This is an optimization exercise on Yosys and OpenROAD, whose aim is small area, a short achievable clock period and few clock cycles per item, not a production implementation. RTL that was checked went through simulation tests only; none was proved equivalent to the original. Function not checked in runs 5 and 6: the RTL went through the layout flow alone.

==> flow/design.v (outline; a module is shown in full before it is edited, if it fits) <==
// module rbst_front: 90 lines
// module rbst_div_lane: 1070 lines
// module rbst_cmp_step: 143 lines
// module rbst_cmp_last: 10 lines
// module rbst_cmp_fin: 14 lines
// module ray_box_slab_test: 262 lines
module ray_box_slab_test (
	input  logic                                 clk,
	input  logic                                 arst_n,
	input  logic                                 cfg_we,
	input  logic [rbst_pkg::IDX_W-1:0]           cfg_index,
	input  logic [rbst_pkg::COORD_W-1:0]         cfg_wdata,
	input  logic                                 s_tvalid,
	output logic                                 s_tready,
	input  logic [8*rbst_pkg::IN_BYTES-1:0]      s_tdata,
	output logic                                 m_tvalid,
	input  logic                                 m_tready,
	output logic [8*rbst_pkg::OUT_BYTES-1:0]     m_tdata
);
  // ...
==> flow/run.sh <==
#!/bin/bash
# synth_recipe.tcl (not shown) runs the flow's synth.tcl, then flattens the netlist and writes it again
# the make line also repeats each setting of config.mk as NAME=value (left out here)
make -C /OpenROAD-flow-scripts/flow DESIGN_CONFIG=/design/flow/config.mk WORK_HOME=/design/flow/orfs CLKGATE_MAP_FILE= SYNTH_SCRIPT=/design/flow/synth_recipe.tcl finish
==> flow/config.mk <==
export PLATFORM = sky130hd
export DESIGN_NAME = ray_box_slab_test
export DESIGN_NICKNAME = ray_box_slab_test
export VERILOG_FILES = /design/flow/design.v
export SDC_FILE = /design/flow/constraint.sdc
export NUM_CORES = 8
export LEC_CHECK = 0
export CAP_MARGIN = 20
export CORE_MARGIN = 2
export CORE_UTILIZATION = 40
export SETUP_SLACK_MARGIN = 4.5
export SLEW_MARGIN = 20
export TNS_END_PERCENT = 0
==> flow/constraint.sdc <==
create_clock -name core_clock -period 8.0 [get_ports {clk}]
set_input_delay 1.6000 -clock core_clock [delete_from_list [all_inputs] [get_ports {clk}]]
set_output_delay 1.6000 -clock core_clock [all_outputs]
set_load 0.01 [all_outputs]
==> results.yml, run 1 <==
die:
  dieHeight_um: 1095
  num_tap_cells: 15678
  io_pins: 242
timing:
  fmax_mhz: 267.6
  timing.final.ws_setup_ns: 4.263
  rsz0062_at_grt: "true"
  tightest_slew_ns: 1.176
  slew_violations: 0
worst_setup_path:
  cp_top_family: "compound AO/OA/AOI/OAI gates"
  startpoint: "s_tdata[80]"
  critPathSlowestCell: "a221o_1"
  start_kind: "input pin"
place:
  port_buffers: 234
  post-place-cells: 59377
route:
  routed_via_density: 5.336
  vias: 330695
  wl_met2_um: 556000
  drt_iter0_markers: 24991
  wl_met3_um: 65740
  met1_length_um: 638700
  wl_per_cell_um: 21.10
layout:
  layout_common_cells: "dfxtp_1, inv_1, mux2_2"
  seq_cells: 10021
  final.clkbuf_count: 1588
  nFillCells: 107639
  final_util_pct: 46.05
  syn2layout_area_growth_pct: 14.83
run_status:
  status: "complete, no violations"
logic_synthesis:
  synth-seq-cells: 10021
  synth_edf_count: 23
  syn-cell-area_mm2: 0.4757
  yosysMostFrequentCell: "dfxtp_1"
  synth-warning-count: 6
  yosysSeqAreaShare_pct: 42.49
global_route:
  gr-usage-met3_pct: 2.834
  grt_pass1_vias: 328010
  grtUsageTotal_pct: 20.68
  met2_usage_pct: 30.97
run:
  max_cap_violations: 0
hold_path:
  hold_path_end: "t_st[277]"
Testbench counts, summed over its fixed seeds: cycles 8,176, items 8,000.
==> run 2, diff against run 1 <==
--- a/flow/config.mk
+++ b/flow/config.mk
@@ -9,4 +9,5 @@
 export CORE_MARGIN = 2
 export CORE_UTILIZATION = 40
+export PLACE_DENSITY = 0.7
 export SETUP_SLACK_MARGIN = 4.5
 export SLEW_MARGIN = 20
==> run 2 against run 1 <==
Effect of this change:
- setup slack got worse by 0.0064 ns
- core utilization is 0.62 points lower
- sequential cell count unchanged
- critical path type unchanged
- critical endpoint is now u_front.n_1[96]
- sequential share of layout area rose by 0.48 points
==> results.yml, run 2 <==
global_route:
  grt_pass1_vias: 309598
  antenna_found_initial: 43
  grt-ovfl-total: 0
  grt_max_degree: 131
  grt_pass1_wl_um: 1812000
  grtUsageTotal_pct: 18.55
worst_setup_path:
  crit_chain: "clkdlybuf4s50_1 -> inv_1 -> ha_1 -> nor2b_1 -> o21ai_0 -> a21boi_1 -> o221ai_2 -> a21oi_1 -> a21o_1 -> o41a_1 -> a2111oi_1 -> xnor2_1"
  reg2reg_slack_ns: 4.31
  start_kind: "input pin"
  cp_top_family: "compound AO/OA/AOI/OAI gates"
  crit_buf_inv: 2
  critPathSlowestCell: "a2111oi_1"
  crit_fanout: 4
  crit_arrival_ns: 4.79
  end_kind: "flop"
  slowest_delay_ns: 0.49
  crit_required_ns: 9.05
  path_class: "in -> reg"
logic_synthesis:
  synth_top_family_by_area: "adder cells"
  yosysSeqAreaShare_pct: 42.49
  synth.avg_cell_area_um2: 10.52
  synth-warning-count: 6
  netlist.area_leader.share_pct: 40.99
  yosysTopAreaCell: "dfxtp_1"
  synth_fa_ha_area_share_pct: 16.95
  ys.flop_type: "dfxtp_1"
  synth-simple-area-share_pct: 10.75
  async_reset_ff_share_pct: 2.575
  synth-compound-area-share_pct: 12.90
  synth_area_leaders: "dfxtp_1, fa_1, mux2_2"
  yosysMostFrequentCell: "dfxtp_1"
  synthTopCellsByCount: "dfxtp_1, inv_1, mux2_2"
  ys_types: 99
  synth_edf_count: 23
  syn_inst: 45202
  synth-seq-cells: 10021
  syn-cell-area_mm2: 0.4757
  synthMuxAreaShare_pct: 10.15
  synth_xor_area_share_pct: 2.666
die:
  core_area_mm2: 1.186
  dieHeight_um: 1095
  start_util_pct: 40.10
  die_x_um: 1095
  core.rowCount: 400
  io_pins: 242
  dieArea_mm2: 1.198
layout:
  largest_register_ffs: 2496
  final_common_cell: "dfxtp_1"
  syn2layout_area_growth_pct: 13.29
  stdcell_count: 61701
  reg_top3: "s_st x2496, c_st x2400, d_st x1395"
  nFillCells: 107984
  nets: 50167
  drive_above_1_share_pct: 14.51
  layout_common_cells: "dfxtp_1, inv_1, mux2_2"
  max_flop_register: "s_st"
route:
  drc: 0
  firstDrtPassIters: 8
  routed_via_density: 5.222
  wl_um: 1172000
  ant_nets: 0
  wl_per_cell_um: 19.00
  drt_iter0_markers: 24011
  vias: 322222
clocking:
  htree_levels: 6
  clk_pin_slew_ns: 0.06
  cts_buffers: 962
  clkSinkCount: 10021
  clk_latency_ns: 1.15
  hold_buffers: 0
  cts_max_path_buffers: 5
  cts_root_buf: "clkbuf_16"
  cts_tree: "done"
timing:
  hold_violations: 0
  relSlewSlack_pct: 22.92
  fin_crit_ns: 3.744
  final.hold.worst_slack_ns: 0.2812
  tightest_slew_ns: 1.156
  fin_crit_sh_pct: 46.79
  rsz0062_at_grt: "true"
  finalSetupViolations: 0
  clock-skew-final_ns: 0.1040
  fmax_mhz: 267.1
  tns_ns: 0
  slew_violations: 0
place:
  gp_congestion: 0.9254
  post-place-cells: 59403
  place_hpwl_um: 865300
  port_buffers: 234
hold_path:
  hp-class: "reg -> reg"
run:
  max_cap_violations: 0
run_status:
  status: "complete, no violations"
==> run 2: changes by cell type in the layout (fill, tap and decap cells not counted), moves of 23 or more <==
| cell | before | now |
|---|---|---|
| buf_8 | 106 | 73 |
| clkbuf_16 | 1228 | 996 |
| buf_12 | 116 | 93 |
| a211oi_2 | 121 | 84 |
| clkbuf_8 | 205 | 175 |
| clkbuf_1 | 191 | 121 |
| diode_2 | 112 | 166 |
| buf_4 | 470 | 420 |
| dfxtp_1 | 9496 | 9526 |
| dfxtp_4 | 106 | 79 |
| a211oi_1 | 2449 | 2487 |
| clkinvlp_4 | 52 | 97 |
==> run 2: timing repair <==
item | in CTS | in global routing
pin swaps | 55 | 208
buffers inserted | 106 | 219
gates cloned | 6 | 20
endpoints found under the setup margin | 566 | 511
gates resized for setup | 848 | 1084
==> run 2: logic make-up after synthesis <==
group                      count (synthesis)
AOI/OAI and AO/OA                       9253
other                                      1
muxes                                   4236
buffers and inverters                   5147
xor gates and xnor gates                1447
DFF                                    10021
and+or+nand+nor                        10185
adders and majority gates               4912
==> run 2: path summary, 6_finish.rpt <==
path                                                start                   endpoint  cells after the start
max in group asynchronous                          arst_n                   hi_q[30]                      2
worst min-delay path                            blk_st[9]                 blk_st[10]                      0
min in group asynchronous                          arst_n                   hi_q[95]                      1
worst max register to register  g_st[3].g_l[1].u_div.q[0]  g_st[4].g_l[1].u_div.q[2]                     17
worst min register to register                  blk_st[9]                 blk_st[10]                      0
worst max-delay path                          s_tdata[34]            u_front.n_1[96]                     12
==> run 2: layout make-up <==
type | instances | area, um2 | share of cell area, %
Antenna cell | 166 | 415.4 | 0.07708
Clock buffer | 1268 | 27240 | 5.055
Clock inverter | 513 | 6893 | 1.279
Inverter | 3023 | 11430 | 2.121
Multi-Input combinational cell | 30042 | 259900 | 48.23
Sequential cell | 10021 | 202600 | 37.59
Tap cell | 15678 | 19620 | 3.640
Timing Repair Buffer | 986 | 10770 | 1.999
Timing Repair inverter | 4 | 20.02 | 0.003715
==> run 2: per-layer routing <==
| layer | wire (um) | track usage, % | part of all wire [%] | vias to the layer above |
|---|---|---|---|---|
| met5 | 57 | 0 | 0.0049 | - |
| met4 | 42450 | 6.495 | 3.6 | 8 |
| met3 | 56090 | 2.223 | 4.8 | 1638 |
| met2 | 518700 | 28.88 | 44 | 8052 |
| met1 | 554900 | 26.63 | 47 | 155419 |
| li1 | - | - | - | 157105 |
==> run 2: metrics by stage <==
step	instance area [um2]	setup WS, ns	util [%]
floorplan	475800	3.677	-
global placement	492800	2.389	41.54
detailed placement	492800	2.441	41.54
CTS	531700	4.281	44.82
global route	538900	4.067	45.43
finish	538900	4.256	45.43
==> run 3, diff against run 2 <==
--- a/flow/config.mk
+++ b/flow/config.mk
@@ -9,5 +9,5 @@
 export CORE_MARGIN = 2
 export CORE_UTILIZATION = 40
-export PLACE_DENSITY = 0.7
+export PLACE_DENSITY = 0.65
 export SETUP_SLACK_MARGIN = 4.5
 export SLEW_MARGIN = 20
==> run 3 against run 2 <==
Effect of this change:
- still clean on timing, DRC and antenna
- clock skew is 0.010 ns higher
- die area stayed put
- sequential share of layout area is 0.074 points lower
- critical path depth is 2 higher
- via count is 0.46% lower
- register-to-register slack worse by 0.05 ns
- hold slack worse by 0.0027 ns
- critical endpoint is now u_front.inslab_1[2]
==> results.yml, run 3 <==
timing:
  fmax_mhz: 266.8
  hold_violations: 0
  rsz0062_at_grt: "true"
  slew_violations: 0
  tightest_slew_ns: 1.113
  tns_ns: 0
  final.hold.worst_slack_ns: 0.2786
  fin_crit_ns: 3.747
  fin_crit_sh_pct: 46.84
  finalSetupViolations: 0
  relSlewSlack_pct: 24.82
  clock-skew-final_ns: 0.1143
route:
  ant_nets: 0
  vias: 320731
  firstDrtPassIters: 10
  drc: 0
  routed_via_density: 5.196
  drt_iter0_markers: 22757
  wl_um: 1200000
  wl_per_cell_um: 19.44
logic_synthesis:
  synth-seq-cells: 10021
  synthMuxAreaShare_pct: 10.15
  synth_top_family_by_area: "adder cells"
  yosysMostFrequentCell: "dfxtp_1"
  synthTopCellsByCount: "dfxtp_1, inv_1, mux2_2"
  synth-warning-count: 6
  synth-compound-area-share_pct: 12.90
  syn_inst: 45202
  netlist.area_leader.share_pct: 40.99
  yosysTopAreaCell: "dfxtp_1"
  syn-cell-area_mm2: 0.4757
  synth_edf_count: 23
  ys_types: 99
  synth-simple-area-share_pct: 10.75
  synth.avg_cell_area_um2: 10.52
  synth_xor_area_share_pct: 2.666
  synth_area_leaders: "dfxtp_1, fa_1, mux2_2"
  ys.flop_type: "dfxtp_1"
  yosysSeqAreaShare_pct: 42.49
  async_reset_ff_share_pct: 2.575
  synth_fa_ha_area_share_pct: 16.95
worst_setup_path:
  crit_fanout: 4
  path_class: "in -> reg"
  end_kind: "flop"
  crit_required_ns: 9.01
  crit_arrival_ns: 4.75
  start_kind: "input pin"
global_route:
  grtUsageTotal_pct: 18.99
  grt_max_degree: 145
  grt-ovfl-total: 0
  antenna_found_initial: 40
  grt_pass1_wl_um: 1845000
  grt_pass1_vias: 306769
clocking:
  clk_pin_slew_ns: 0.06
  hold_buffers: 0
  clk_latency_ns: 1.17
  cts_tree: "done"
  htree_levels: 6
  clkSinkCount: 10021
  cts_max_path_buffers: 5
  cts_buffers: 981
  cts_root_buf: "clkbuf_16"
layout:
  largest_register_ffs: 2496
  drive_above_1_share_pct: 14.68
  final_util_pct: 45.52
  final_common_cell: "dfxtp_1"
  layout_common_cells: "dfxtp_1, inv_1, mux2_2"
  nets: 50196
  reg_top3: "s_st x2496, c_st x2400, d_st x1395"
  syn2layout_area_growth_pct: 13.51
  max_flop_register: "s_st"
  design_area_mm2: 0.5400
die:
  io_pins: 242
  dieHeight_um: 1095
  die_x_um: 1095
  start_util_pct: 40.10
  core_area_mm2: 1.186
  dieArea_mm2: 1.198
  core.rowCount: 400
hold_path:
  hp-class: "reg -> reg"
run_status:
  status: "complete, no violations"
place:
  dpl_cell_area_mm2: 0.4929
  place_hpwl_um: 893600
  gp_congestion: 0.9246
  port_buffers: 234
run:
  max_cap_violations: 0
## run 3: cell count changes in the layout (fill, tap and decap cells not counted), moves of 9 or more
cell | before | now
a211oi_1 | 2487 | 2474
a211oi_2 | 84 | 99
buf_12 | 93 | 103
buf_4 | 420 | 406
buf_8 | 73 | 84
clkbuf_16 | 996 | 1026
clkbuf_8 | 175 | 184
diode_2 | 166 | 146
dlygate4sd2_1 | 11 | 2
inv_1 | 2886 | 2871
inv_2 | 75 | 105
## run 3: worst max-delay path: stages
cell             delay, ns
clkdlybuf4s50_1       0.49
inv_2                 0.06
ha_4                  0.25
a21o_1                0.17
a21o_1                0.20
a221o_1               0.35
or3_1                 0.33
a211oi_2              0.30
o31ai_2               0.12
a221o_1               0.38
a31oi_4               0.20
buf_4                 0.14
o21a_1                0.10
nor3_1                0.05
## run 3: per-stage QoR
stage	std cells	setup WS, ns
final	61725	4.253
after global placement	59419	2.450
after CTS	61259	4.150
after detailed placement	59419	2.466
after global routing	61689	4.087
after floorplan	45208	3.677
## run 3: final timing paths
path,startpoint,end,slack [ns],cells after the start
hold / removal,t_st[136],t_st[232],0.28,0
setup / recovery,s_tdata[80],u_front.inslab_1[2],4.25,14
max in group asynchronous,arst_n,lo_q[19],6.09,2
min in group asynchronous,arst_n,hi_q[93],0.48,1
hold reg to reg,t_st[136],t_st[232],0.28,0
setup reg to reg,g_st[1].g_l[4].u_div.q[2],g_st[2].g_l[4].u_div.q[2],4.26,16
## run 3: routing by layer
layer	track usage [%]	vias up	wire length [um]
li1	-	157181	-
met1	27.94	154499	581000
met2	29.10	7357	523900
met3	2.217	1682	53640
met4	6.010	12	41300
met5	0	-	85
## run 3: cell families after synthesis
kind of cell	after synthesis
simple gates	10185
compound gates	9253
xor+xnor	1447
other cells	1
buf+inv	5147
fa+ha+maj	4912
mux	4236
flops	10021
## run 3: layout make-up
cell class	instances	area (um2)
Sequential cell	10021	202600
Inverter	3023	11440
Tap cell	15678	19620
Multi-Input combinational cell	30042	260100
Antenna cell	146	365.4
Timing Repair inverter	3	15.01
Timing Repair Buffer	997	11110
Clock buffer	1300	27960
Fill cell	108848	646200
Clock inverter	515	6798
## run 3: what timing repair did
action | 4_1_cts | 5_1_grt
endpoints found under the hold margin | 0 | 0
setup buffers | 23 | 291
pin swaps | 15 | 255
gates cloned | 2 | 29
resized for setup | 405 | 1655
endpoints found under the setup margin | 564 | 544
==> run 4, diff against run 3 <==
--- a/flow/config.mk
+++ b/flow/config.mk
@@ -9,5 +9,5 @@
 export CORE_MARGIN = 2
 export CORE_UTILIZATION = 40
-export PLACE_DENSITY = 0.65
+export PLACE_DENSITY = 0.75
 export SETUP_SLACK_MARGIN = 4.5
 export SLEW_MARGIN = 20
==> run 4 against run 3 <==
Effect of this change:
- die area stayed put
- global-route usage is 0.63 points lower
- clock skew is 0.022 ns lower
- critical endpoint is now g_st[14].g_l[5].u_div.q[1]
- highest routed layer unchanged
==> results.yml, run 4 <==
run_status:
  status: "complete, no violations"
worst_setup_path:
  crit_fanout: 15
  start_kind: "flop"
  path_class: "reg -> reg"
  end_kind: "flop"
  crit_required_ns: 9.02
  crit_arrival_ns: 4.74
timing:
  slew_violations: 0
  rsz0062_at_grt: "true"
  clock-skew-final_ns: 0.09254
  finalSetupViolations: 0
  fin_crit_ns: 3.713
  timing.final.ws_setup_ns: 4.287
  tightest_slew_ns: 1.108
  tns_ns: 0
  fmax_mhz: 269.3
  relSlewSlack_pct: 26.12
  fin_crit_sh_pct: 46.41
  hold_violations: 0
route:
  ant_nets: 0
  drc: 0
  wl_um: 1184000
  wl_per_cell_um: 19.14
  vias: 326818
  routed_via_density: 5.285
  firstDrtPassIters: 10
  drt_iter0_markers: 25149
logic_synthesis:
  ys_types: 99
  yosysTopAreaCell: "dfxtp_1"
  synth-seq-cells: 10021
  synth_area_leaders: "dfxtp_1, fa_1, mux2_2"
  yosysMostFrequentCell: "dfxtp_1"
  syn-cell-area_mm2: 0.4757
  syn_inst: 45202
  synth.avg_cell_area_um2: 10.52
  synth-warning-count: 6
  async_reset_ff_share_pct: 2.575
  netlist.area_leader.share_pct: 40.99
  ys.flop_type: "dfxtp_1"
  synth_edf_count: 23
  synthTopCellsByCount: "dfxtp_1, inv_1, mux2_2"
  yosysSeqAreaShare_pct: 42.49
clocking:
  clk_latency_ns: 1.16
  cts_tree: "done"
  clk_pin_slew_ns: 0.07
  clkSinkCount: 10021
  cts_root_buf: "clkbuf_16"
  cts_buffers: 953
  htree_levels: 6
  cts_max_path_buffers: 5
layout:
  drive_above_1_share_pct: 15.19
  nFillCells: 105773
  nets: 50324
  layout_common_cells: "dfxtp_1, inv_1, mux2_2"
  syn2layout_area_growth_pct: 13.90
  design_area_mm2: 0.5418
  max_flop_register: "s_st"
  final_util_pct: 45.68
  reg_top3: "s_st x2496, c_st x2400, d_st x1395"
  final_common_cell: "dfxtp_1"
  largest_register_ffs: 2496
place:
  port_buffers: 234
  dpl_worst_slack_ns: 2.519
  place_hpwl_um: 854900
  gp_congestion: 0.9280
  dpl_cell_area_mm2: 0.4926
die:
  start_util_pct: 40.10
  io_pins: 242
  core.rowCount: 400
  die_x_um: 1095
  dieArea_mm2: 1.198
  dieHeight_um: 1095
  core_area_mm2: 1.186
hold_path:
  hp-class: "reg -> reg"
global_route:
  grt_pass1_vias: 312972
  grt_pass1_wl_um: 1802000
  grt_max_degree: 145
  antenna_found_initial: 37
  grt-ovfl-total: 0
  grtUsageTotal_pct: 18.37
run:
  max_cap_violations: 0
[run 4: stage by stage]
| stage | hold WS [ns] | std cells |
|---|---|---|
| global placement | 0.3099 | 59387 |
| global route | 0.2532 | 61803 |
| detailed placement | 0.3118 | 59387 |
| finish | 0.2519 | 61837 |
| CTS | 0.2501 | 61245 |
| floorplan | 0.3096 | 45208 |
[run 4: cells by family after synthesis]
family / synth area share [%]
AND/OR/NAND/NOR: 10.75
other: 0.0007883
buffers and inverters: 4.092
XOR/XNOR: 2.666
AO/OA/AOI/OAI: 12.90
flip-flops: 42.49
multiplexers: 10.15
adder cells (fa/ha/maj): 16.95
[run 4: final timing paths]
| check | startpoint | endpoint | slack, ns | cells past startpoint |
|---|---|---|---|---|
| max in group asynchronous | arst_n | hi_q[30] | 6.17 | 2 |
| max reg2reg | g_st[13].g_l[5].u_div.q[1] | g_st[14].g_l[5].u_div.q[1] | 4.29 | 15 |
| max | g_st[13].g_l[5].u_div.q[1] | g_st[14].g_l[5].u_div.q[1] | 4.29 | 15 |
| min in group asynchronous | arst_n | hi_q[95] | 0.47 | 1 |
| min reg2reg | t_st[609] | g_st[7].g_l[2].u_div.a[1] | 0.25 | 0 |
| min | t_st[609] | g_st[7].g_l[2].u_div.a[1] | 0.25 | 0 |
[run 4: area by class of cell]
cell class | count | area (um2) | area share, %
Timing Repair Buffer | 1147 | 12840 | 2.369
Tap cell | 15678 | 19620 | 3.621
Multi-Input combinational cell | 30046 | 261100 | 48.19
Timing Repair inverter | 5 | 25.02 | 0.004619
Clock buffer | 1272 | 27030 | 4.989
Inverter | 3023 | 11430 | 2.110
Sequential cell | 10021 | 202700 | 37.42
Antenna cell | 152 | 380.4 | 0.07020
Clock inverter | 493 | 6661 | 1.229
[run 4: per-layer routing]
| layer | part of all wire (%) | vias to the layer above | global-route usage [%] |
|---|---|---|---|
| met5 | 0.0030 | - | 0 |
| met4 | 4.4 | 6 | 6.852 |
| met3 | 4.9 | 1983 | 2.045 |
| met2 | 45 | 9424 | 29.10 |
| met1 | 46 | 157953 | 25.89 |
| li1 | - | 157452 | - |
[run 4: timing repair]
item                                   4_1_cts  5_1_grt
cloned                                       3       55
buffers inserted                            90      385
endpoints found under the hold margin        0        0
hold buffers                                 0        0
setup endpoints to repair                  598      512
pin swaps                                   52      349
resized for setup                          815     1500
[run 4: worst max-delay path, cell delays in order (launching register included)]
cell and delay [ns]:
dfxtp_4 0.40, buf_12 0.16, mux2_2 0.27, a211oi_2 0.19, fa_1 0.46, inv_2 0.09, ha_1 0.23, a21o_1 0.21
a21oi_4 0.14, o21bai_1 0.10, a21oi_2 0.28, xor2_2 0.16, or4_1 0.57, a21oi_2 0.12, o21bai_1 0.08, a21oi_1 0.15
==> module ray_box_slab_test, before the edit <==
module ray_box_slab_test (
	input  logic                                 clk,
	input  logic                                 arst_n,
	input  logic                                 cfg_we,
	input  logic [rbst_pkg::IDX_W-1:0]           cfg_index,
	input  logic [rbst_pkg::COORD_W-1:0]         cfg_wdata,
	input  logic                                 s_tvalid,
	output logic                                 s_tready,
	input  logic [8*rbst_pkg::IN_BYTES-1:0]      s_tdata,
	output logic                                 m_tvalid,
	input  logic                                 m_tready,
	output logic [8*rbst_pkg::OUT_BYTES-1:0]     m_tdata
);
	localparam int AX   = rbst_pkg::AXES;
	localparam int LN   = rbst_pkg::LANES;
	localparam int RW   = rbst_pkg::RW;
	localparam int TB   = rbst_pkg::TB;
	localparam int LW   = rbst_pkg::LW;
	localparam int DW   = rbst_pkg::DW;
	localparam int TW   = rbst_pkg::TW;
	localparam int NST  = rbst_pkg::NST;
	localparam int NC   = rbst_pkg::NCMP;
	localparam int LAT  = rbst_pkg::FRONT_LAT + NST + 2;
	localparam int QD   = LAT + 2;
	localparam int CNTW = 5;    
	logic [AX*32-1:0] lo_q, hi_q;
	logic [15:0]      eps_q;
	always_ff @(posedge clk or negedge arst_n) begin
		if (!arst_n) begin
			lo_q  <= '0;
			hi_q  <= '0;
			eps_q <= 16'd66;
		end else if (cfg_we) begin
			case (cfg_index)
				rbst_pkg::REG_LOW_X:  lo_q[0 +: 32]  <= cfg_wdata;
				rbst_pkg::REG_LOW_Y:  lo_q[32 +: 32] <= cfg_wdata;
				rbst_pkg::REG_LOW_Z:  lo_q[64 +: 32] <= cfg_wdata;
				rbst_pkg::REG_HIGH_X: hi_q[0 +: 32]  <= cfg_wdata;
				rbst_pkg::REG_HIGH_Y: hi_q[32 +: 32] <= cfg_wdata;
				rbst_pkg::REG_HIGH_Z: hi_q[64 +: 32] <= cfg_wdata;
				rbst_pkg::REG_EPS:    eps_q          <= cfg_wdata[15:0];
				default: ;
			endcase
		end
	end
	logic [LAT-1:0] vld_q;
	logic           rdy_q;
	logic           acc;
	assign acc      = s_tvalid && rdy_q;
	assign s_tready = rdy_q;
	always_ff @(posedge clk or negedge arst_n) begin
		if (!arst_n) vld_q <= '0;
		else         vld_q <= {vld_q[LAT-2:0], acc};
	end
	logic [LN*31-1:0] r0;
	logic [LN*TW-1:0] tail0;
	logic [AX*DW-1:0] den0;
	logic [LN-1:0]    nrm0, ngt0, cneg0;
	logic             blk0;
	rbst_front u_front (
		.clk    (clk),
		.lo     (lo_q),
		.hi     (hi_q),
		.org    (s_tdata[0 +: 96]),
		.dir    (s_tdata[96 +: 96]),
		.r0_o   (r0),
		.tail_o (tail0),
		.den_o  (den0),
		.nrm_o  (nrm0),
		.ngt_o  (ngt0),
		.cneg_o (cneg0),
		.blk_o  (blk0)
	);
	logic [(NST+1)*LN*TB-1:0] tp_st;
	logic [(NST+1)*LN*LW-1:0] s_st, c_st;
	logic [(NST+1)*LN*TW-1:0] t_st;
	logic [(NST+1)*AX*DW-1:0] d_st;
	logic [(NST+1)*LN-1:0]    nrm_st, ngt_st, cmc_st;
	logic [(NST+1)*NC*3-1:0]  cmp_st;
	logic [NST:0]             blk_st;
	logic [(NST+1)*LN*3-1:0]  pd_st;     
	for (genvar l = 0; l < LN; l++) begin : g_in
		assign tp_st[l*TB +: TB] = {2'b00, r0[l*31+LW +: 31-LW]};
		assign s_st[l*LW +: LW]  = ~r0[l*31 +: LW];
		assign c_st[l*LW +: LW]  = '1;
	end
	assign t_st[0 +: LN*TW]   = tail0;
	assign d_st[0 +: AX*DW]   = den0;
	assign nrm_st[0 +: LN]    = nrm0;
	assign ngt_st[0 +: LN]    = ngt0;
	assign cmc_st[0 +: LN]    = ~nrm0 & ~cneg0;
	assign cmp_st[0 +: NC*3]  = '0;
	assign blk_st[0]          = blk0;
	assign pd_st[0 +: LN*3]   = '0;
	for (genvar j = 0; j < NST; j++) begin : g_st
		localparam int EP = (j >= 9) ? 32 - 2*j : 0;    
		logic [LN*TB-1:0] t_n;
		logic [LN*LW-1:0] s_n, c_n;
		logic [LN*3-1:0]  dg;       
		logic [NC*3-1:0]  cm_n;
		for (genvar l = 0; l < LN; l++) begin : g_l
			logic p2, p1, n1, n2, e2, e1, f1, f2;
			wire  nrm = nrm_st[j*LN + l];
			wire  ngt = ngt_st[j*LN + l];
			rbst_div_lane u_div (
				.t_in  (tp_st[(j*LN+l)*TB +: TB]),
				.s_in  (s_st[(j*LN+l)*LW +: LW]),
				.c_in  (c_st[(j*LN+l)*LW +: LW]),
				.d     (d_st[(j*AX + l/2)*DW +: DW]),
				.bb    ((j < 8) ? t_st[(j*LN+l)*TW + ((j < 8) ? 14-2*j : 0) +: 2] : 2'b00),
				.t_out (t_n[l*TB +: TB]),
				.s_out (s_n[l*LW +: LW]),
				.c_out (c_n[l*LW +: LW]),
				.p2    (p2),
				.p1    (p1),
				.n1    (n1),
				.n2    (n2)
			);
			if (j == 0) begin : g_first
				wire cneg = !nrm && !cmc_st[l];
				assign e2 = nrm ? (ngt ? n2 : p2) : !cneg;
				assign f2 = nrm ? (ngt ? p2 : n2) : cneg;
			end else begin : g_rest
				assign e2 = nrm && (ngt ? n2 : p2);
				assign f2 = nrm && (ngt ? p2 : n2);
			end
			assign e1 = nrm && (ngt ? n1 : p1);
			assign f1 = nrm && (ngt ? p1 : n1);
			assign dg[l*3 +: 3] = {f1 || f2, e2 || f1 || f2, e1 || f1};
		end
		wire [LN*3-1:0] dq = pd_st[j*LN*3 +: LN*3];
		for (genvar a = 0; a < AX; a++) begin : g_ca
			for (genvar b = 0; b < AX; b++) begin : g_cb
				rbst_cmp_step u_cmp (
					.d_in  (cmp_st[(j*NC + 3*a+b)*3 +: 3]),
					.a     (dq[(2*a)*3 +: 3]),
					.b     (dq[(2*b+1)*3 +: 3]),
					.d_out (cm_n[(3*a+b)*3 +: 3])
				);
			end
		end
		for (genvar b = 0; b < AX; b++) begin : g_ce
			rbst_cmp_step u_cmp (
				.d_in  (cmp_st[(j*NC + 9+b)*3 +: 3]),
				.a     (dq[(2*b+1)*3 +: 3]),
				.b     ((j >= 9) ? {1'b0, eps_q[EP +: 2]} : 3'b000),
				.d_out (cm_n[(9+b)*3 +: 3])
			);
		end
		always_ff @(posedge clk) begin
			tp_st[(j+1)*LN*TB +: LN*TB] <= t_n;
			s_st[(j+1)*LN*LW +: LN*LW]  <= s_n;
			c_st[(j+1)*LN*LW +: LN*LW]  <= c_n;
			t_st[(j+1)*LN*TW +: LN*TW] <= t_st[j*LN*TW +: LN*TW];
			d_st[(j+1)*AX*DW +: AX*DW] <= d_st[j*AX*DW +: AX*DW];
			nrm_st[(j+1)*LN +: LN]     <= nrm_st[j*LN +: LN];
			ngt_st[(j+1)*LN +: LN]     <= ngt_st[j*LN +: LN];
			cmc_st[(j+1)*LN +: LN]     <= cmc_st[j*LN +: LN];
			cmp_st[(j+1)*NC*3 +: NC*3] <= (j == 0) ? '0 : cm_n;
			pd_st[(j+1)*LN*3 +: LN*3]  <= dg;
			blk_st[j+1]                <= blk_st[j];
		end
	end
	logic [LN-1:0]   wneg_q, nrm_q, ngt_q, cmc_q;
	logic [NC*5-1:0] cv_n, cv_q;
	logic            blk_q;
	logic [LN-1:0]   cp, cn;
	logic            hit_q;
	for (genvar l = 0; l < LN; l++) begin : g_fin
		wire [RW-1:0] w = {tp_st[(NST*LN+l)*TB +: TB], {LW{1'b0}}}
		                + {{TB{1'b0}}, ~s_st[(NST*LN+l)*LW +: LW]}
		                + {{TB{1'b0}}, ~c_st[(NST*LN+l)*LW +: LW]};
		always_ff @(posedge clk) wneg_q[l] <= w[RW-1];
		assign cp[l] = nrm_q[l] && wneg_q[l] && ngt_q[l];
		assign cn[l] = (nrm_q[l] && wneg_q[l] && !ngt_q[l]) || cmc_q[l];
	end
	always_ff @(posedge clk) begin
		nrm_q <= nrm_st[NST*LN +: LN];
		ngt_q <= ngt_st[NST*LN +: LN];
		cmc_q <= cmc_st[NST*LN +: LN];
		cv_q  <= cv_n;
		blk_q <= blk_st[NST];
	end
	wire [LN*3-1:0] dl = pd_st[NST*LN*3 +: LN*3];
	for (genvar a = 0; a < AX; a++) begin : g_la
		for (genvar b = 0; b < AX; b++) begin : g_lb
			rbst_cmp_last u_last (
				.d_in (cmp_st[(NST*NC + 3*a+b)*3 +: 3]),
				.a    (dl[(2*a)*3 +: 3]),
				.b    (dl[(2*b+1)*3 +: 3]),
				.v    (cv_n[(3*a+b)*5 +: 5])
			);
		end
	end
	for (genvar b = 0; b < AX; b++) begin : g_le
		rbst_cmp_last u_last (
			.d_in (cmp_st[(NST*NC + 9+b)*3 +: 3]),
			.a    (dl[(2*b+1)*3 +: 3]),
			.b    ({1'b0, eps_q[1:0]}),
			.v    (cv_n[(9+b)*5 +: 5])
		);
	end
	logic [NC-1:0] ok;
	for (genvar a = 0; a < AX; a++) begin : g_fa
		for (genvar b = 0; b < AX; b++) begin : g_fb
			logic neg, pos;
			rbst_cmp_fin u_fin (
				.v    (cv_q[(3*a+b)*5 +: 5]),
				.ap   (cp[2*a]),
				.an   (cn[2*a]),
				.bp   (cp[2*b+1]),
				.bn   (cn[2*b+1]),
				.neg  (neg),
				.pos  (pos)
			);
			assign ok[3*a+b] = neg;
		end
	end
	for (genvar b = 0; b < AX; b++) begin : g_fe
		logic neg, pos;
		rbst_cmp_fin u_fin (
			.v    (cv_q[(9+b)*5 +: 5]),
			.ap   (cp[2*b+1]),
			.an   (cn[2*b+1]),
			.bp   (1'b0),
			.bn   (1'b0),
			.neg  (neg),
			.pos  (pos)
		);
		assign ok[9+b] = pos;
	end
	always_ff @(posedge clk) hit_q <= !blk_q && (&ok);
	logic [QD-1:0] qv, qd;
	logic [CNTW-1:0] cnt_q;
	logic          take;
	logic [QD:0]   vs;
	logic [QD-1:0] ds;
	assign take     = qv[0] && m_tready;
	assign m_tvalid = qv[0];
	assign m_tdata  = {{(8*rbst_pkg::OUT_BYTES-1){1'b0}}, qd[0]};
	always_comb begin
		vs = take ? {2'b00, qv[QD-1:1]} : {1'b0, qv};
		ds = take ? {1'b0, qd[QD-1:1]} : qd;
	end
	always_ff @(posedge clk or negedge arst_n) begin
		if (!arst_n) begin
			qv    <= '0;
			cnt_q <= '0;
			rdy_q <= 1'b1;
		end else begin
			for (int i = 0; i < QD; i++)
				qv[i] <= vs[i] || (vld_q[LAT-1] && (i == 0 || vs[i-1]));
			cnt_q <= cnt_q + CNTW'(acc) - CNTW'(take);
			rdy_q <= (cnt_q + CNTW'(acc) - CNTW'(take)) < CNTW'(QD);
		end
	end
	always_ff @(posedge clk) begin
		for (int i = 0; i < QD; i++)
			if (!vs[i] && (i == 0 || vs[i-1])) qd[i] <= hit_q;
			else                               qd[i] <= ds[i];
	end
endmodule
==> run 5, diff against run 4 <==
--- a/flow/design.v
+++ b/flow/design.v
@@ -1373,5 +1373,5 @@
 	localparam int NST  = rbst_pkg::NST;
 	localparam int NC   = rbst_pkg::NCMP;
-	localparam int LAT  = rbst_pkg::FRONT_LAT + NST + 2;
+	localparam int LAT  = 1 + rbst_pkg::FRONT_LAT + NST + 2;
 	localparam int QD   = LAT + 2;
 	localparam int CNTW = 5;    
@@ -1396,4 +1396,5 @@
 		end
 	end
+	logic [191:0]   in_q;
 	logic [LAT-1:0] vld_q;
 	logic           rdy_q;
@@ -1401,4 +1402,5 @@
 	assign acc      = s_tvalid && rdy_q;
 	assign s_tready = rdy_q;
+	always_ff @(posedge clk) in_q <= s_tdata;
 	always_ff @(posedge clk or negedge arst_n) begin
 		if (!arst_n) vld_q <= '0;
@@ -1414,6 +1416,6 @@
 		.lo     (lo_q),
 		.hi     (hi_q),
-		.org    (s_tdata[0 +: 96]),
-		.dir    (s_tdata[96 +: 96]),
+		.org    (in_q[0 +: 96]),
+		.dir    (in_q[96 +: 96]),
 		.r0_o   (r0),
 		.tail_o (tail0),
--- a/flow/config.mk
+++ b/flow/config.mk
@@ -9,5 +9,4 @@
 export CORE_MARGIN = 2
 export CORE_UTILIZATION = 40
-export PLACE_DENSITY = 0.75
 export SETUP_SLACK_MARGIN = 4.5
 export SLEW_MARGIN = 20
==> run 5 against run 4 <==
Effect of this change:
- sequential share of layout area is 0.28 points higher
- first-iteration DRC count is 7.7% lower
- clock-buffer cell count is 303 higher
==> results.yml, run 5 <==
route:
  firstDrtPassIters: 10
  vias: 330653
  drt_iter0_markers: 23223
  ant_nets: 0
  wl_per_cell_um: 20.52
  routed_via_density: 5.299
  drc: 0
  wl_um: 1281000
logic_synthesis:
  synth_edf_count: 24
  syn-cell-area_mm2: 0.4806
  ys.flop_type: "dfxtp_1"
  synthTopCellsByCount: "dfxtp_1, inv_1, mux2_2"
  netlist.area_leader.share_pct: 41.37
  ys_types: 104
  async_reset_ff_share_pct: 2.545
  yosysSeqAreaShare_pct: 42.87
  yosysTopAreaCell: "dfxtp_1"
  synth-warning-count: 6
  synth-seq-cells: 10216
  synth.avg_cell_area_um2: 10.57
  yosysMostFrequentCell: "dfxtp_1"
  syn_inst: 45453
  synth_area_leaders: "dfxtp_1, fa_1, mux2_2"
layout:
  layout_common_cells: "dfxtp_1, inv_1, mux2_2"
  design_area_mm2: 0.5478
  final_util_pct: 45.72
  max_flop_register: "s_st"
  drive_above_1_share_pct: 14.50
  nets: 50629
  reg_top3: "s_st x2496, c_st x2400, d_st x1395"
  nFillCells: 109281
  largest_register_ffs: 2496
  final_common_cell: "dfxtp_1"
  syn2layout_area_growth_pct: 13.98
run:
  max_cap_violations: 0
global_route:
  antenna_found_initial: 67
  grt_pass1_wl_um: 1963000
  grt_max_degree: 104
  grt_pass1_vias: 327235
  grtUsageTotal_pct: 20.06
  grt-ovfl-total: 0
  gr-usage-met3_pct: 2.904
  met2_usage_pct: 30.43
  use_met1_pct: 29.50
  grt.busiest_layer: "met2"
timing:
  clock-skew-final_ns: 0.1124
  fin_crit_ns: 3.811
  slew_violations: 0
  fmax_mhz: 262.4
  tns_ns: 0
  hold_violations: 0
  relSlewSlack_pct: 22.46
  finalSetupViolations: 0
  rsz0062_at_grt: "true"
  fin_crit_sh_pct: 47.64
  tightest_slew_ns: 1.163
  timing.final.ws_setup_ns: 4.189
hold_path:
  hp-class: "reg -> reg"
  hold_path_end: "t_st[608]"
  min_from: "t_st[512]"
  whs_path_depth: 0
worst_setup_path:
  reg2reg_slack_ns: 4.26
  slowest_delay_ns: 0.62
  rr_worst_depth: 15
  critPathSlowestCell: "dfstp_4"
  crit_chain: "buf_12 -> buf_6"
  crit_fanout: 2
  reg2reg_to: "g_st[1].g_l[3].u_div.q[2]"
  path_class: "reg -> out"
  crit_required_ns: 6.40
  end_kind: "output port"
  start_kind: "flop"
  crit_arrival_ns: 2.21
  timing.rr.start: "g_st[0].g_l[3].u_div.q[3]"
run_status:
  status: "complete, no violations"
clocking:
  clk_pin_slew_ns: 0.06
  cts_buffers: 1167
  cts_tree: "done"
  clkSinkCount: 10216
  clk_latency_ns: 1.26
  cts_max_path_buffers: 6
  cts_root_buf: "clkbuf_16"
  htree_levels: 7
die:
  start_util_pct: 40.12
  core.rowCount: 402
  die_x_um: 1100
  dieArea_mm2: 1.210
  core_area_mm2: 1.198
  dieHeight_um: 1100
  io_pins: 242
place:
  dpl_cell_area_mm2: 0.4983
  dpl_worst_slack_ns: 2.568
  place_hpwl_um: 962900
  port_buffers: 234
  gp_congestion: 0.9008
-- run 5: cell count changes in the layout (fill, tap and decap cells not counted), moves of 53 or more --
| cell | delta |
|---|---|
| inv_1 | +78 |
| nor2_1 | -61 |
| nor3_1 | +59 |
| clkbuf_16 | +195 |
| buf_4 | -107 |
| a21oi_1 | +84 |
| mux2i_1 | -54 |
| clkbuf_1 | +53 |
| a211oi_2 | -54 |
| dfxtp_1 | +255 |
-- run 5: what timing repair did --
item                       CTS  global route
gates cloned                 2            27
buffers inserted            26           276
resized for setup          414          1323
hold buffers                 0             0
pin swaps                   10           166
setup endpoints to repair  555           539
-- run 5: kinds of logic after synthesis --
group,Yosys count,share of synthesized area (%)
other,1,0.0007802
buffers and inverters,5164,4.072
AND/OR/NAND/NOR,10198,10.73
flip-flops,10216,42.87
adder cells (fa/ha/maj),4904,16.75
XOR/XNOR,1435,2.616
multiplexers,4210,10.06
AO/OA/AOI/OAI,9325,12.89
-- run 5: metal layers --
layer / part of all wire, % / wire, um
met1: 49 / 623900
met2: 43 / 551700
met3: 5.1 / 64740
met4: 3.1 / 40190
met5: 0.015 / 195
-- run 5: worst max-delay path by stage --
stage                         startpoint                         to  slack [ns]
3_5_place_dp                    m_tready                      rdy_q        2.57
5_1_grt        g_st[1].g_l[5].u_div.q[0]  g_st[2].g_l[5].u_div.q[1]        4.08
3_3_place_gp                    m_tready                      rdy_q        2.28
2_1_floorplan          u_front.dneg_1[0]           u_front.nm_2[32]        4.32
6_report                           rdy_q                   s_tready        4.19
4_1_cts                            rdy_q                   s_tready        4.09
-- run 5: final cells by class --
type	instances	area (um2)	share of cell area, %
Timing Repair inverter	3	15.01	0.002741
Multi-Input combinational cell	30079	260500	47.56
Timing Repair Buffer	986	10500	1.917
Clock inverter	416	5309	0.9691
Clock buffer	1575	33110	6.044
Tap cell	15958	19970	3.645
Antenna cell	121	302.8	0.05527
Sequential cell	10216	206500	37.70
Inverter	3049	11560	2.110
-- run 5: metrics by stage --
step                hold slack (ns)  instances
floorplan                    0.3096      45459
global placement             0.3100      59957
detailed placement           0.3118      59958
CTS                          0.2496      61977
global route                 0.2628      62391
finish                       0.2498      62403
-- run 5: worst max-delay path, delay by kind of cell, from the launching register on --
family                 cells  cell delay, ns
flip-flops                 1            0.62
buffers and inverters      2            0.30
==> module rbst_front, before the edit <==
module rbst_front (
	input  logic                                          clk,
	input  logic [rbst_pkg::AXES*32-1:0]                  lo,
	input  logic [rbst_pkg::AXES*32-1:0]                  hi,
	input  logic [rbst_pkg::AXES*32-1:0]                  org,
	input  logic [rbst_pkg::AXES*32-1:0]                  dir,
	output logic [rbst_pkg::LANES*31-1:0]                 r0_o,     
	output logic [rbst_pkg::LANES*rbst_pkg::TW-1:0]       tail_o,   
	output logic [rbst_pkg::AXES*rbst_pkg::DW-1:0]        den_o,    
	output logic [rbst_pkg::LANES-1:0]                    nrm_o,    
	output logic [rbst_pkg::LANES-1:0]                    ngt_o,    
	output logic [rbst_pkg::LANES-1:0]                    cneg_o,   
	output logic                                          blk_o     
);
	localparam int AX = rbst_pkg::AXES;
	localparam int LN = rbst_pkg::LANES;
	localparam int TW = rbst_pkg::TW;
	localparam int DW = rbst_pkg::DW;
	logic [AX*2*33-1:0] n_1;
	logic [AX*32-1:0]   dmag_1;
	logic [AX*5-1:0]    sh_1;
	logic [AX-1:0]      dneg_1, dzero_1, inslab_1;
	for (genvar a = 0; a < AX; a++) begin : g_f1
		wire signed [31:0] o_a = org[a*32 +: 32];
		wire signed [31:0] d_a = dir[a*32 +: 32];
		for (genvar e = 0; e < 2; e++) begin : g_face
			wire signed [31:0] f = e ? hi[a*32 +: 32] : lo[a*32 +: 32];
			always_ff @(posedge clk) n_1[(2*a+e)*33 +: 33] <= {f[31], f} - {o_a[31], o_a};
		end
		wire [31:0] dm = d_a[31] ? 32'(-d_a) : d_a;
		logic [4:0] lz;
		always_comb begin
			lz = 5'd0;
			for (int i = 0; i < 32; i++)
				if (dm[i]) lz = 5'(31 - i);
		end
		always_ff @(posedge clk) begin
			dneg_1[a]          <= d_a[31];
			dzero_1[a]         <= (d_a == '0);
			inslab_1[a]        <= ($signed(lo[a*32 +: 32]) <= o_a) && (o_a <= $signed(hi[a*32 +: 32]));
			dmag_1[a*32 +: 32] <= dm;
			sh_1[a*5 +: 5]     <= lz;
		end
	end
	logic [LN*33-1:0] nm_2;
	logic [LN-1:0]    ngt_2;
	logic [AX-1:0]    dzero_2;
	logic [AX*32-1:0] dmag_2;
	logic [AX*5-1:0]  sh_2;
	logic             blk_2;
	for (genvar a = 0; a < AX; a++) begin : g_f2
		wire [31:0] dm = dmag_1[a*32 +: 32];
		always_ff @(posedge clk) begin
			dmag_2[a*32 +: 32] <= dm;
			sh_2[a*5 +: 5]     <= sh_1[a*5 +: 5];
			dzero_2[a]         <= dzero_1[a];
		end
		for (genvar e = 0; e < 2; e++) begin : g_lane
			localparam int L = 2 * a + e;
			wire        fsel = dneg_1[a] ^ (e == 1);
			wire [32:0] n    = fsel ? n_1[(2*a+1)*33 +: 33] : n_1[(2*a)*33 +: 33];
			wire [32:0] nm   = n[32] ? 33'(-n) : n;
			wire        ngt  = (n != '0) && (n[32] ^ dneg_1[a]);
			always_ff @(posedge clk) begin
				nm_2[L*33 +: 33] <= nm;
				ngt_2[L]         <= ngt;
			end
		end
	end
	always_ff @(posedge clk) blk_2 <= |(dzero_1 & ~inslab_1);
	for (genvar a = 0; a < AX; a++) begin : g_f3
		wire [4:0]  sh = sh_2[a*5 +: 5];
		wire [31:0] dn = dmag_2[a*32 +: 32] << sh;
		always_ff @(posedge clk) den_o[a*DW +: DW] <= dn[DW-1:0];
		for (genvar e = 0; e < 2; e++) begin : g_lane
			localparam int L = 2 * a + e;
			wire [32:0] nm  = nm_2[L*33 +: 33];
			wire [63:0] zf  = {31'b0, nm} << sh;
			wire        sat = {15'b0, nm} >= {dmag_2[a*32 +: 32], 15'b0};
			always_ff @(posedge clk) begin
				r0_o[L*31 +: 31]   <= zf[46:16];
				tail_o[L*TW +: TW] <= zf[15:0];
				nrm_o[L]           <= !dzero_2[a] && !sat;
				ngt_o[L]           <= ngt_2[L];
				cneg_o[L]          <= dzero_2[a] ? (e == 0) : ngt_2[L];
			end
		end
	end
	always_ff @(posedge clk) blk_o <= blk_2;
endmodule
==> run 6, diff against run 5 <==
--- a/flow/design.v
+++ b/flow/design.v
@@ -103,8 +103,9 @@
 			wire [63:0] zf  = {31'b0, nm} << sh;
 			wire        sat = {15'b0, nm} >= {dmag_2[a*32 +: 32], 15'b0};
+			wire        nrm = !dzero_2[a] && !sat;
 			always_ff @(posedge clk) begin
-				r0_o[L*31 +: 31]   <= zf[46:16];
-				tail_o[L*TW +: TW] <= zf[15:0];
-				nrm_o[L]           <= !dzero_2[a] && !sat;
+				r0_o[L*31 +: 31]   <= nrm ? zf[46:16] : '0;
+				tail_o[L*TW +: TW] <= nrm ? zf[15:0] : '0;
+				nrm_o[L]           <= nrm;
 				ngt_o[L]           <= ngt_2[L];
 				cneg_o[L]          <= dzero_2[a] ? (e == 0) : ngt_2[L];
@@ -1373,5 +1374,5 @@
 	localparam int NST  = rbst_pkg::NST;
 	localparam int NC   = rbst_pkg::NCMP;
-	localparam int LAT  = 1 + rbst_pkg::FRONT_LAT + NST + 2;
+	localparam int LAT  = rbst_pkg::FRONT_LAT + NST + 2;
 	localparam int QD   = LAT + 2;
 	localparam int CNTW = 5;    
@@ -1396,5 +1397,4 @@
 		end
 	end
-	logic [191:0]   in_q;
 	logic [LAT-1:0] vld_q;
 	logic           rdy_q;
@@ -1402,5 +1402,4 @@
 	assign acc      = s_tvalid && rdy_q;
 	assign s_tready = rdy_q;
-	always_ff @(posedge clk) in_q <= s_tdata;
 	always_ff @(posedge clk or negedge arst_n) begin
 		if (!arst_n) vld_q <= '0;
@@ -1416,6 +1415,6 @@
 		.lo     (lo_q),
 		.hi     (hi_q),
-		.org    (in_q[0 +: 96]),
-		.dir    (in_q[96 +: 96]),
+		.org    (s_tdata[0 +: 96]),
+		.dir    (s_tdata[96 +: 96]),
 		.r0_o   (r0),
 		.tail_o (tail0),
@@ -1430,8 +1429,8 @@
 	logic [(NST+1)*LN*TW-1:0] t_st;
 	logic [(NST+1)*AX*DW-1:0] d_st;
-	logic [(NST+1)*LN-1:0]    nrm_st, ngt_st, cmc_st;
+	logic [(NST+1)*LN-1:0]    ngt_st, cmc_st;
 	logic [(NST+1)*NC*3-1:0]  cmp_st;
 	logic [NST:0]             blk_st;
-	logic [(NST+1)*LN*3-1:0]  pd_st;     
+	logic [LN*3-1:0]          dl_st;     
 	for (genvar l = 0; l < LN; l++) begin : g_in
 		assign tp_st[l*TB +: TB] = {2'b00, r0[l*31+LW +: 31-LW]};
@@ -1441,12 +1440,10 @@
 	assign t_st[0 +: LN*TW]   = tail0;
 	assign d_st[0 +: AX*DW]   = den0;
-	assign nrm_st[0 +: LN]    = nrm0;
 	assign ngt_st[0 +: LN]    = ngt0;
 	assign cmc_st[0 +: LN]    = ~nrm0 & ~cneg0;
 	assign cmp_st[0 +: NC*3]  = '0;
 	assign blk_st[0]          = blk0;
-	assign pd_st[0 +: LN*3]   = '0;
 	for (genvar j = 0; j < NST; j++) begin : g_st
-		localparam int EP = (j >= 9) ? 32 - 2*j : 0;    
+		localparam int EP = (j >= 8) ? 30 - 2*j : 0;    
 		logic [LN*TB-1:0] t_n;
 		logic [LN*LW-1:0] s_n, c_n;
@@ -1455,5 +1452,4 @@
 		for (genvar l = 0; l < LN; l++) begin : g_l
 			logic p2, p1, n1, n2, e2, e1, f1, f2;
-			wire  nrm = nrm_st[j*LN + l];
 			wire  ngt = ngt_st[j*LN + l];
 			rbst_div_lane u_div (
@@ -1472,16 +1468,20 @@
 			);
 			if (j == 0) begin : g_first
+				wire nrm  = nrm0[l];
 				wire cneg = !nrm && !cmc_st[l];
 				assign e2 = nrm ? (ngt ? n2 : p2) : !cneg;
 				assign f2 = nrm ? (ngt ? p2 : n2) : cneg;
 			end else begin : g_rest
-				assign e2 = nrm && (ngt ? n2 : p2);
-				assign f2 = nrm && (ngt ? p2 : n2);
+				assign e2 = ngt ? n2 : p2;
+				assign f2 = ngt ? p2 : n2;
 			end
-			assign e1 = nrm && (ngt ? n1 : p1);
-			assign f1 = nrm && (ngt ? p1 : n1);
+			assign e1 = ngt ? n1 : p1;
+			assign f1 = ngt ? p1 : n1;
 			assign dg[l*3 +: 3] = {f1 || f2, e2 || f1 || f2, e1 || f1};
 		end
-		wire [LN*3-1:0] dq = pd_st[j*LN*3 +: LN*3];
+		wire [LN*3-1:0] dq = dg;
+		if (j == NST - 1) begin : g_nocmp
+			assign cm_n = cmp_st[j*NC*3 +: NC*3];
+		end else begin : g_cmp
 		for (genvar a = 0; a < AX; a++) begin : g_ca
 			for (genvar b = 0; b < AX; b++) begin : g_cb
@@ -1498,8 +1498,9 @@
 				.d_in  (cmp_st[(j*NC + 9+b)*3 +: 3]),
 				.a     (dq[(2*b+1)*3 +: 3]),
-				.b     ((j >= 9) ? {1'b0, eps_q[EP +: 2]} : 3'b000),
+				.b     ((j >= 8) ? {1'b0, eps_q[EP +: 2]} : 3'b000),
 				.d_out (cm_n[(9+b)*3 +: 3])
 			);
 		end
+		end
 		always_ff @(posedge clk) begin
 			tp_st[(j+1)*LN*TB +: LN*TB] <= t_n;
@@ -1508,13 +1509,12 @@
 			t_st[(j+1)*LN*TW +: LN*TW] <= t_st[j*LN*TW +: LN*TW];
 			d_st[(j+1)*AX*DW +: AX*DW] <= d_st[j*AX*DW +: AX*DW];
-			nrm_st[(j+1)*LN +: LN]     <= nrm_st[j*LN +: LN];
 			ngt_st[(j+1)*LN +: LN]     <= ngt_st[j*LN +: LN];
 			cmc_st[(j+1)*LN +: LN]     <= cmc_st[j*LN +: LN];
-			cmp_st[(j+1)*NC*3 +: NC*3] <= (j == 0) ? '0 : cm_n;
-			pd_st[(j+1)*LN*3 +: LN*3]  <= dg;
+			cmp_st[(j+1)*NC*3 +: NC*3] <= cm_n;
+			if (j == NST - 1) dl_st    <= dg;
 			blk_st[j+1]                <= blk_st[j];
 		end
 	end
-	logic [LN-1:0]   wneg_q, nrm_q, ngt_q, cmc_q;
+	logic [LN-1:0]   wneg_q, ngt_q, cmc_q;
 	logic [NC*5-1:0] cv_n, cv_q;
 	logic            blk_q;
@@ -1526,9 +1526,8 @@
 		                + {{TB{1'b0}}, ~c_st[(NST*LN+l)*LW +: LW]};
 		always_ff @(posedge clk) wneg_q[l] <= w[RW-1];
-		assign cp[l] = nrm_q[l] && wneg_q[l] && ngt_q[l];
-		assign cn[l] = (nrm_q[l] && wneg_q[l] && !ngt_q[l]) || cmc_q[l];
+		assign cp[l] = wneg_q[l] && ngt_q[l];
+		assign cn[l] = (wneg_q[l] && !ngt_q[l]) || cmc_q[l];
 	end
 	always_ff @(posedge clk) begin
-		nrm_q <= nrm_st[NST*LN +: LN];
 		ngt_q <= ngt_st[NST*LN +: LN];
 		cmc_q <= cmc_st[NST*LN +: LN];
@@ -1536,5 +1535,5 @@
 		blk_q <= blk_st[NST];
 	end
-	wire [LN*3-1:0] dl = pd_st[NST*LN*3 +: LN*3];
+	wire [LN*3-1:0] dl = dl_st;
 	for (genvar a = 0; a < AX; a++) begin : g_la
 		for (genvar b = 0; b < AX; b++) begin : g_lb
--- a/flow/config.mk
+++ b/flow/config.mk
@@ -9,4 +9,5 @@
 export CORE_MARGIN = 2
 export CORE_UTILIZATION = 40
+export PLACE_DENSITY = 0.7
 export SETUP_SLACK_MARGIN = 4.5
 export SLEW_MARGIN = 20
==> run 6 against run 5 <==
Effect of this change:
- routed wire length fell by 7.1%
- setup slack got worse by 0.21 ns
- design area fell by 4.4%
- sequential share of layout area fell by 0.39 points
- critical path type is now reg -> reg
- critical path depth rose by 21
- clock-buffer cell count fell by 319
- largest cell class unchanged
- critical endpoint is now g_st[1].g_l[3].u_div.q[1]
- cell count shrank 1.7%
==> results.yml, run 6 <==
logic_synthesis:
  async_reset_ff_share_pct: 2.667
  ys_types: 100
  yosysTopAreaCell: "dfxtp_1"
  netlist.area_leader.share_pct: 40.16
  synth.avg_cell_area_um2: 10.35
  synth-warning-count: 6
  synth-seq-cells: 9673
  synth_area_leaders: "dfxtp_1, fa_1, mux2_2"
  synthTopCellsByCount: "dfxtp_1, nor2b_1, inv_1"
  yosysMostFrequentCell: "dfxtp_1"
  ys.flop_type: "dfxtp_1"
  syn_inst: 45244
  yosysSeqAreaShare_pct: 41.68
  syn-cell-area_mm2: 0.4682
  synth_edf_count: 23
worst_setup_path:
  crit_required_ns: 9.11
  end_kind: "flop"
  cp_top_family: "compound AO/OA/AOI/OAI gates"
  start_kind: "flop"
  crit_arrival_ns: 5.13
  crit_fanout: 5
  path_class: "reg -> reg"
  crit_chain: "buf_12 -> clkinvlp_4 -> buf_6 -> o21ai_2 -> nand2_2 -> a31oi_4 -> o211ai_1 -> a21oi_2 -> nor2_4 -> buf_12 -> o22ai_4 -> ha_4 -> ha_4 -> inv_2 -> fa_2 -> nor2b_4 -> a21oi_2 -> o21a_1 -> a21oi_2 -> nor2_1 -> a211oi_2 -> o31ai_1 -> a21oi_1"
  crit_buf_inv: 5
  cpMostUsedCell: "a21oi_2"
  critPathSlowestCell: "fa_2"
  slowest_delay_ns: 0.52
clocking:
  cts_root_buf: "clkbuf_16"
  clk_latency_ns: 1.26
  cts_max_path_buffers: 5
  htree_levels: 6
  clkSinkCount: 9673
  cts_tree: "done"
  cts_buffers: 941
  clk_pin_slew_ns: 0.07
die:
  start_util_pct: 40.09
  die_x_um: 1086
  dieArea_mm2: 1.179
  io_pins: 242
  core.rowCount: 397
  core_area_mm2: 1.168
  dieHeight_um: 1086
timing:
  fin_crit_sh_pct: 50.31
  fmax_mhz: 248.4
  fin_crit_ns: 4.025
  slew_violations: 0
  tightest_slew_ns: 1.196
  rsz0062_at_grt: "true"
  finalSetupViolations: 0
  tns_ns: 0
  hold_violations: 0
  clock-skew-final_ns: 0.1268
  relSlewSlack_pct: 20.28
layout:
  largest_register_ffs: 2496
  final_util_pct: 44.83
  drive_above_1_share_pct: 12.55
  reg_top3: "s_st x2496, c_st x2400, d_st x1395"
  final_common_cell: "dfxtp_1"
  nets: 50021
  layout_common_cells: "dfxtp_1, nor2b_1, nand2_1"
  stdcell_count: 61329
  syn2layout_area_growth_pct: 11.80
  nFillCells: 107357
  max_flop_register: "s_st"
global_route:
  grtUsageTotal_pct: 19.43
  grt_pass1_wl_um: 1860000
  antenna_found_initial: 43
  grt_pass1_vias: 312866
  grt-ovfl-total: 0
  grt_max_degree: 141
route:
  routed_via_density: 5.231
  drc: 0
  wl_um: 1190000
  firstDrtPassIters: 8
  wl_per_cell_um: 19.40
  ant_nets: 0
  vias: 320811
  drt_iter0_markers: 24370
run_status:
  status: "complete, no violations"
place:
  gp_congestion: 0.9294
  port_buffers: 234
  post-place-cells: 59379
  place_hpwl_um: 898500
run:
  max_cap_violations: 0
hold_path:
  hp-class: "reg -> reg"
[run 6: worst register-to-register path, delay by kind of cell, from the launching register on]
family / cells / cell delay (ns)
AO/OA/AOI/OAI: 11 / 1.69
adder cells (fa/ha/maj): 3 / 0.90
buffers and inverters: 5 / 0.64
AND/OR/NAND/NOR: 4 / 0.39
flip-flops: 1 / 0.36
[run 6: timing repair]
item	CTS	global route
gates cloned	9	1
hold buffers	0	0
endpoints found under the setup margin	670	889
resized for setup	502	134
hold endpoints to repair	0	0
pin swaps	98	28
buffers inserted	103	21
[run 6: path summary, 6_finish.rpt]
path                                   start                        end  slack (ns)  cells past startpoint
setup / recovery           u_front.den_o[59]  g_st[1].g_l[3].u_div.q[1]        3.98                     23
hold / removal                     t_st[657]  g_st[7].g_l[5].u_div.a[1]        0.24                      0
setup reg to reg           u_front.den_o[59]  g_st[1].g_l[3].u_div.q[1]        3.98                     23
hold reg to reg                    t_st[657]  g_st[7].g_l[5].u_div.a[1]        0.24                      0
max in group asynchronous             arst_n                  eps_q[10]        6.13                      2
min in group asynchronous             arst_n                   lo_q[55]        0.46                      1
[run 6: per-layer routing]
| layer | vias up | GRT usage [%] | part of all wire (%) |
|---|---|---|---|
| met5 | - | 0 | 0.0050 |
| met4 | 8 | 7.149 | 3.9 |
| met3 | 1669 | 2.012 | 4.6 |
| met2 | 8072 | 30.76 | 44 |
| met1 | 154788 | 27.53 | 47 |
| li1 | 156274 | - | - |
[run 6: final cells by class]
| class | instances | area (um2) | share of cell area, % |
|---|---|---|---|
| diodes | 56 | 140.1 | 0.02677 |
| clock buffers | 1256 | 26520 | 5.067 |
| flip-flops and latches | 9673 | 195300 | 37.31 |
| well taps | 15561 | 19470 | 3.719 |
| multi-input cells | 30536 | 256800 | 49.05 |
| inverters | 2876 | 10880 | 2.079 |
| clock inverters | 504 | 6655 | 1.271 |
| repair buffers | 867 | 7731 | 1.477 |
[run 6: metrics by stage]
step,worst slack (ns),hold WS [ns],cell area (um2)
after floorplan,3.897,0.3096,468500
after global placement,2.325,0.3100,486000
after detailed placement,2.538,0.3121,486000
after CTS,4.097,0.2392,522400
after global routing,3.749,0.2479,523500
final,3.975,0.2413,523500
[run 6: cell families after synthesis]
logic type / share of synthesized area (%)
AOI/OAI and AO/OA: 12.64
muxes: 10.06
DFF: 41.68
buffers and inverters: 4.061
xor gates and xnor gates: 2.817
and+or+nand+nor: 11.53
adders and majority gates: 17.21
other: 0.0008009

==> static timing again, ports no longer ideal <==
The flow's constraints put no driver on any port. The routed layouts listed below were extracted and timed again, unchanged, in two steps.
Step 1 assumes that a clkbuf_16 drives the clock port and a buf_2 every other input.
Step 2 also shifts input and output timing later by t, the mid clock arrival at the registers, as if the neighbouring blocks saw the same clock.
Three values: ideal ports, drivers, drivers and shift; two values: the first two.
run | t, ns | slack for setup (ns) | worst hold slack (ns) | worst setup path at the end | worst data-port slew with drivers (ns)
run 1 | 1.371 | 4.263 / 4.291 / 3.034 | 0.254 / 0.254 / 0.254 | input to register | 0.12
run 2 | 1.263 | 4.256 / 4.305 / 3.125 | 0.281 / 0.281 / 0.281 | input to register | 0.09
run 3 | 1.276 | 4.253 / 4.225 / 3.106 | 0.279 / 0.279 / 0.279 | input to register | 0.09
run 4 | 1.257 | 4.287 / 4.284 / 3.176 | 0.252 / 0.252 / 0.252 | input to register | 0.09
run 5 | 1.376 | 4.189 / 4.018 / 3.303 | 0.250 / 0.175 / 0.250 | input to register | 0.13
run 6 | 1.357 | 3.975 / 3.975 / 2.808 | 0.241 / 0.241 / 0.241 | input to register | 0.11
After both steps setup and hold are still met in every run listed. The setup slack of run 1, which loses most, moves by +0.028 ns with the drivers and by -1.229 ns with both steps.
